This design comes from an exercise in tuning for small area on the open sky130 flow, not from production work.
For this run, only the layout was checked, not whether the RTL still works.

==> flow/design.v <==
package sobel_pkg;
  localparam int PIX_W   = 8;     
  localparam int GRAD_W  = 11;    
  localparam int COEF_R  = 77;
  localparam int COEF_G  = 150;
  localparam int COEF_B  = 29;
  localparam int SAT_MAX = 255;   
  typedef logic [PIX_W-1:0] pix_t;
  typedef struct packed {
    pix_t r;
    pix_t g;
    pix_t b;
  } rgb_t;
  function automatic pix_t rgb_to_gray(input rgb_t p);
    logic [15:0] acc;
    acc = 16'(COEF_R) * 16'(p.r) + 16'(COEF_G) * 16'(p.g) + 16'(COEF_B) * 16'(p.b);
    rgb_to_gray = acc[15:8];
  endfunction
endpackage
module line_buffer
#(
  parameter int DEPTH = 100
) (
  input  logic clk,
  input  logic en,
  input  sobel_pkg::pix_t din,
  output sobel_pkg::pix_t dout
);
  sobel_pkg::pix_t mem [0:DEPTH-1];
  assign dout = mem[DEPTH-1];
  always_ff @(posedge clk) begin
    if (en) begin
      mem[0] <= din;
      for (int i = 1; i < DEPTH; i++) begin
        mem[i] <= mem[i-1];
      end
    end
  end
endmodule
module sobel_image_processor
#(
  parameter int WIDTH      = 100,
  parameter int DATA_WIDTH = 8
) (
  input  logic                    clk,
  input  logic                    rst_n,
  input  logic                    shift_en,
  input  logic [3*DATA_WIDTH-1:0] data_in,
  output logic [3*DATA_WIDTH-1:0] out_pixel
);
  localparam int COL_W = (WIDTH > 1) ? $clog2(WIDTH) : 1;
  logic [COL_W-1:0] col_reg;
  logic [1:0]       row_reg;
  always_ff @(posedge clk or negedge rst_n) begin
    if (!rst_n) begin
      col_reg <= '0;
      row_reg <= '0;
    end else if (shift_en) begin
      if (col_reg == COL_W'(WIDTH - 1)) begin
        col_reg <= '0;
        if (row_reg != 2'd3) row_reg <= row_reg + 2'd1;
      end else begin
        col_reg <= col_reg + 1'b1;
      end
    end
  end
  sobel_pkg::pix_t y_reg;
  always_ff @(posedge clk) begin
    if (shift_en) y_reg <= sobel_pkg::rgb_to_gray(sobel_pkg::rgb_t'(data_in));
  end
  sobel_pkg::pix_t lb1_out, lb2_out;
  line_buffer #(.DEPTH(WIDTH)) u_lb1 (
    .clk (clk), .en(shift_en), .din(y_reg),   .dout(lb1_out)
  );
  line_buffer #(.DEPTH(WIDTH)) u_lb2 (
    .clk (clk), .en(shift_en), .din(lb1_out), .dout(lb2_out)
  );
  logic [9:0]        cs0, cs1, cs2;    
  logic signed [8:0] d0, d1, d2;       
  assign cs0 = 10'(y_reg) + {1'b0, lb1_out, 1'b0} + 10'(lb2_out);
  assign d0  = $signed({1'b0, y_reg}) - $signed({1'b0, lb2_out});
  always_ff @(posedge clk) begin
    if (shift_en) begin
      cs1 <= cs0;
      cs2 <= cs1;
      d1  <= d0;
      d2  <= d1;
    end
  end
  logic signed [10:0] gx, gy;
  logic [9:0]         gx_abs, gy_abs;
  logic [10:0]        mag_sum;
  sobel_pkg::pix_t    mag, mag_reg;
  always_comb begin
    gx      = $signed({1'b0, cs0}) - $signed({1'b0, cs2});
    gy      = 11'(d0) + 11'(d1 * 2) + 11'(d2);
    gx_abs  = gx[10] ? 10'(-gx) : gx[9:0];
    gy_abs  = gy[10] ? 10'(-gy) : gy[9:0];
    mag_sum = 11'(gx_abs) + 11'(gy_abs);
    mag     = (mag_sum > 11'd255) ? 8'd255 : mag_sum[7:0];
  end
  always_ff @(posedge clk) begin
    if (shift_en) mag_reg <= mag;
  end
  logic valid;
  assign valid = ((col_reg >= COL_W'(4)) && (row_reg >= 2'd2)) ||
                 ((col_reg <  COL_W'(2)) && (row_reg == 2'd3));
  sobel_pkg::pix_t out_reg;
  always_ff @(posedge clk or negedge rst_n) begin
    if (!rst_n) begin
      out_reg <= '0;
    end else if (shift_en) begin
      out_reg <= valid ? mag_reg : '0;
    end
  end
  assign out_pixel = {3{out_reg}};
endmodule
==> flow/run.sh <==
#!/bin/bash
# synth_recipe.tcl (not shown) runs the flow's synth.tcl, then flattens the netlist and writes it again
# the make line also repeats each setting of config.mk as NAME=value (left out here)
make -C /OpenROAD-flow-scripts/flow DESIGN_CONFIG=/design/flow/config.mk WORK_HOME=/design/flow/orfs CLKGATE_MAP_FILE= SYNTH_SCRIPT=/design/flow/synth_recipe.tcl finish
==> flow/config.mk <==
export PLATFORM = sky130hd
export DESIGN_NAME = sobel_image_processor
export DESIGN_NICKNAME = sobel_image_processor
export VERILOG_FILES = /design/flow/design.v
export SDC_FILE = /design/flow/constraint.sdc
export NUM_CORES = 4
export LEC_CHECK = 0
export CAP_MARGIN = 20
export CORE_MARGIN = 2
export CORE_UTILIZATION = 40
export SLEW_MARGIN = 20
==> flow/constraint.sdc <==
create_clock -name core_clock -period 10.0 [get_ports {clk}]
set_input_delay 2.0000 -clock core_clock [delete_from_list [all_inputs] [get_ports {clk}]]
set_output_delay 2.0000 -clock core_clock [all_outputs]
set_load 0.01 [all_outputs]
==> results.py <==
metrics = {
    "layout": {
        "register_area_um2": 50030,
        "diodes": 0,
        "postLayoutCellArea_um2": 64200,
        "fin_util": 0.4601,
        "final_cells": 4620,
        "final_common_cell": "edfxtp_1",
        "area_growth_pct": 14.09,
        "multi_input_area_um2": 5420,
        "final_cell_mix": "1,652 x edfxtp_1, 182 x inv_1, 162 x clkbuf_16",
        "filler_cell_count": 11450,
        "largestRegisters": "u_lb1.mem x800, u_lb2.mem x800",
        "num-nets-final": 2863,
        "drive_gt1_frac": 0.08783,
    },
    "detailed_routing": {
        "wire_per_inst_um": 15.59,
        "drc": 0,
        "viasPerCell": 4.512,
        "dr.pass1.iters": 5,
        "totalWireLength_mm": 72.02,
        "drt_iter0_drc": 1845,
        "ant_nets": 0,
        "vias": 20840,
    },
    "die": {
        "coreArea_um2": 139500,
        "io_pins": 51,
        "fp.dieArea_um2": 143700,
        "start_util": 0.4033,
        "row_count": 137,
        "chipWidth_um": 379.1,
        "fp.dieH_um": 379.1,
    },
    "yosys": {
        "avgSynthCellArea_um2": 23.27,
        "netlist_area_um2": 56270,
        "synth_adder_area_share": 0.05772,
        "yosysSeqAreaShare": 0.8891,
        "yosysWarnings": 3,
        "synth_largest_area_cell": "edfxtp_1",
        "yosys-mux-area-fraction": 0.0002668,
        "synth-simple-area-share": 0.01123,
        "synthXorXnorAreaFrac": 0.01052,
        "synth_top_area_frac": 0.8816,
        "synth_top_family_by_area": "adder cells",
        "synthDistinctLibCells": 61,
        "ys_ff_latch": 1669,
        "synth_edf_count": 1652,
        "synth-main-ff-cell": "edfxtp_1",
        "synth_compound_area_frac": 0.01659,
        "synth_area_leaders": "edfxtp_1 88%, ha_1 3.1%, fa_1 2.7%, inv_1 1.2%, dfrtp_1 0.76%",
        "async_flop_share": 0.01019,
        "synthCells": 2418,
        "synth_nets": 2659,
    },
    "status": {
        "status": "no timing/DRC/antenna violations",
    },
    "clocking": {
        "post_cts_resized": 0,
        "clock_latency_ps": 740,
        "hold_buffers": 0,
        "clk_pin_slew_worst_paths_ps": 60,
        "cts_buffer_depth": 3,
        "cts_tree": "yes",
        "htree_levels": 4,
        "cts_made_buffers": 157,
        "clock-sinks": 1669,
        "post-cts-setup-buffers": 0,
        "cts-root-buf": "clkbuf_16",
    },
    "place": {
        "port_buffers": 50,
        "dpl.cell_count": 4339,
        "hpwl_mm": 35.66,
        "place_worst_setup_slack_ps": 1037,
        "dpl_cell_area_um2": 59190,
        "gp_congestion": 0.7709,
    },
    "critical_path": {
        "cp.required_ps": 10470,
        "path_class": "input port to flop",
        "r2r_start": "y_reg[0]$_DFFE_PP_",
        "r2r-end": "mag_reg[2]$_SDFFCE_PN1P_",
        "cp-start-kind": "input port",
        "ff2ff_setup_slack_ps": 3230,
        "cp-end-kind": "flop",
        "r2r_cells": 26,
        "arrival_ps": 8700,
        "crit_fanout": 5,
    },
    "sta": {
        "fin_ws_ps": 1769,
        "hold_slack_ps": 405.7,
        "period_minus_slack_ps": 8231,
        "slew_headroom": 0.2959,
        "fmax_ghz": 0.1215,
        "hold_viol_final": 0,
        "drv_slew": 0,
        "tightest_slew_ps": 1056,
        "rsz0062_at_grt": "no",
        "finalClockSkew_ps": 25.12,
        "setup_viol": 0,
        "setup_tns_ps": 0,
        "layout_worst_path_cycle_share": 0.8231,
    },
    "global_routing": {
        "track_usage": 0.1010,
        "antenna_found_initial": 0,
        "grt_pass1_wl_mm": 115.9,
        "grt_pass1_vias": 21210,
        "grt_max_degree": 208,
        "grt-ovfl-total": 0,
    },
    "run": {
        "cap_viol_max_count": 0,
    },
    "hold_path": {
        "hold_depth": 0,
        "min_path_type": "flop to flop",
        "min_from": "u_lb1.mem[4][2]$_DFFE_PP_",
        "holdPathEnd": "u_lb1.mem[5][2]$_DFFE_PP_",
    },
}
[layout make-up]
class,instances,share of cell area
clock buffer,202,0.06548
inverter,183,0.01070
tap,1876,0.03656
multi-input combinational,547,0.08442
sequential,1669,0.7793
timing repair buffer,64,0.01087
clock inverter,79,0.01269
[critical path, cell delays in order]
cell and delay (ps):
clkdlybuf4s50_1 510, ha_1 340, ha_1 270, inv_1 50, fa_1 490, fa_1 510, inv_1 40, ha_1 330
xnor2_1 240, fa_1 450, inv_1 90, fa_1 430, fa_1 490, inv_1 50, fa_1 470, ha_1 340
and2_1 170, a221o_1 170, nor3_1 60, a2111oi_2 620, o21ai_0 260, nor2b_1 200, xnor2_1 120
[cells in the mapped netlist, types with 16 or more instances]
master and instances:
dfrtp_1 17, edfxtp_1 1652, o21ai_0 34, fa_1 76, nor2_1 39, xnor2_1 40, nand2_1 27, inv_1 182
ha_1 138, a21oi_1 39, buf_4 16, xor2_1 25
[per-layer routing]
layer	global-route usage	share of wire	up-vias
met4	0.03991	0.024	0
met2	0.1351	0.41	302
met1	0.1588	0.53	10700
met5	0	0	-
met3	0.02220	0.038	150
li1	-	-	9694
[cell families after synthesis]
group / Yosys count
compound gates: 137
xor+xnor: 66
fa+ha+maj: 214
buf+inv: 202
flops: 1669
mux: 1
simple gates: 129
[how the worst max path moves through the flow]
stage / slack [ps] / depth (start not counted) / start / to
2_1_floorplan: 2090 / 22 / data_in[12] / y_reg[5]$_DFFE_PP_
3_3_place_gp: 1190 / 23 / data_in[12] / y_reg[5]$_DFFE_PP_
3_5_place_dp: 1040 / 23 / data_in[12] / y_reg[5]$_DFFE_PP_
4_1_cts: 1820 / 23 / data_in[12] / y_reg[5]$_DFFE_PP_
5_1_grt: 1440 / 22 / data_in[12] / y_reg[5]$_DFFE_PP_
6_report: 1770 / 23 / data_in[12] / y_reg[5]$_DFFE_PP_

==> what the ideal ports hide <==
The flow's constraints put no driver on any port. The routed layout listed below was extracted and timed again, unchanged, in two steps.
Step 1 sets driving cells, clkbuf_16 on the clock port and buf_2 on the other inputs (assumed; they add their load-dependent delay and slew).
Step 2, shift: input delay + t, output delay - t, t = (earliest + latest rising clock arrival at the registers) / 2. This alone moves slack from input paths to output paths.
Three values: ideal, step 1, step 2; two values: the first two.
shift t [ns]: 0.792
setup WS [ns]: 1.769 / 1.811 / 1.018
clock arrival spread, ns: 0.026 / 0.025
worst register clock-pin slew, ns: 0.06 / 0.06
After both steps setup and hold are still met in this run. The setup slack of this run moves by +0.042 ns with the drivers and by -0.751 ns with both steps.
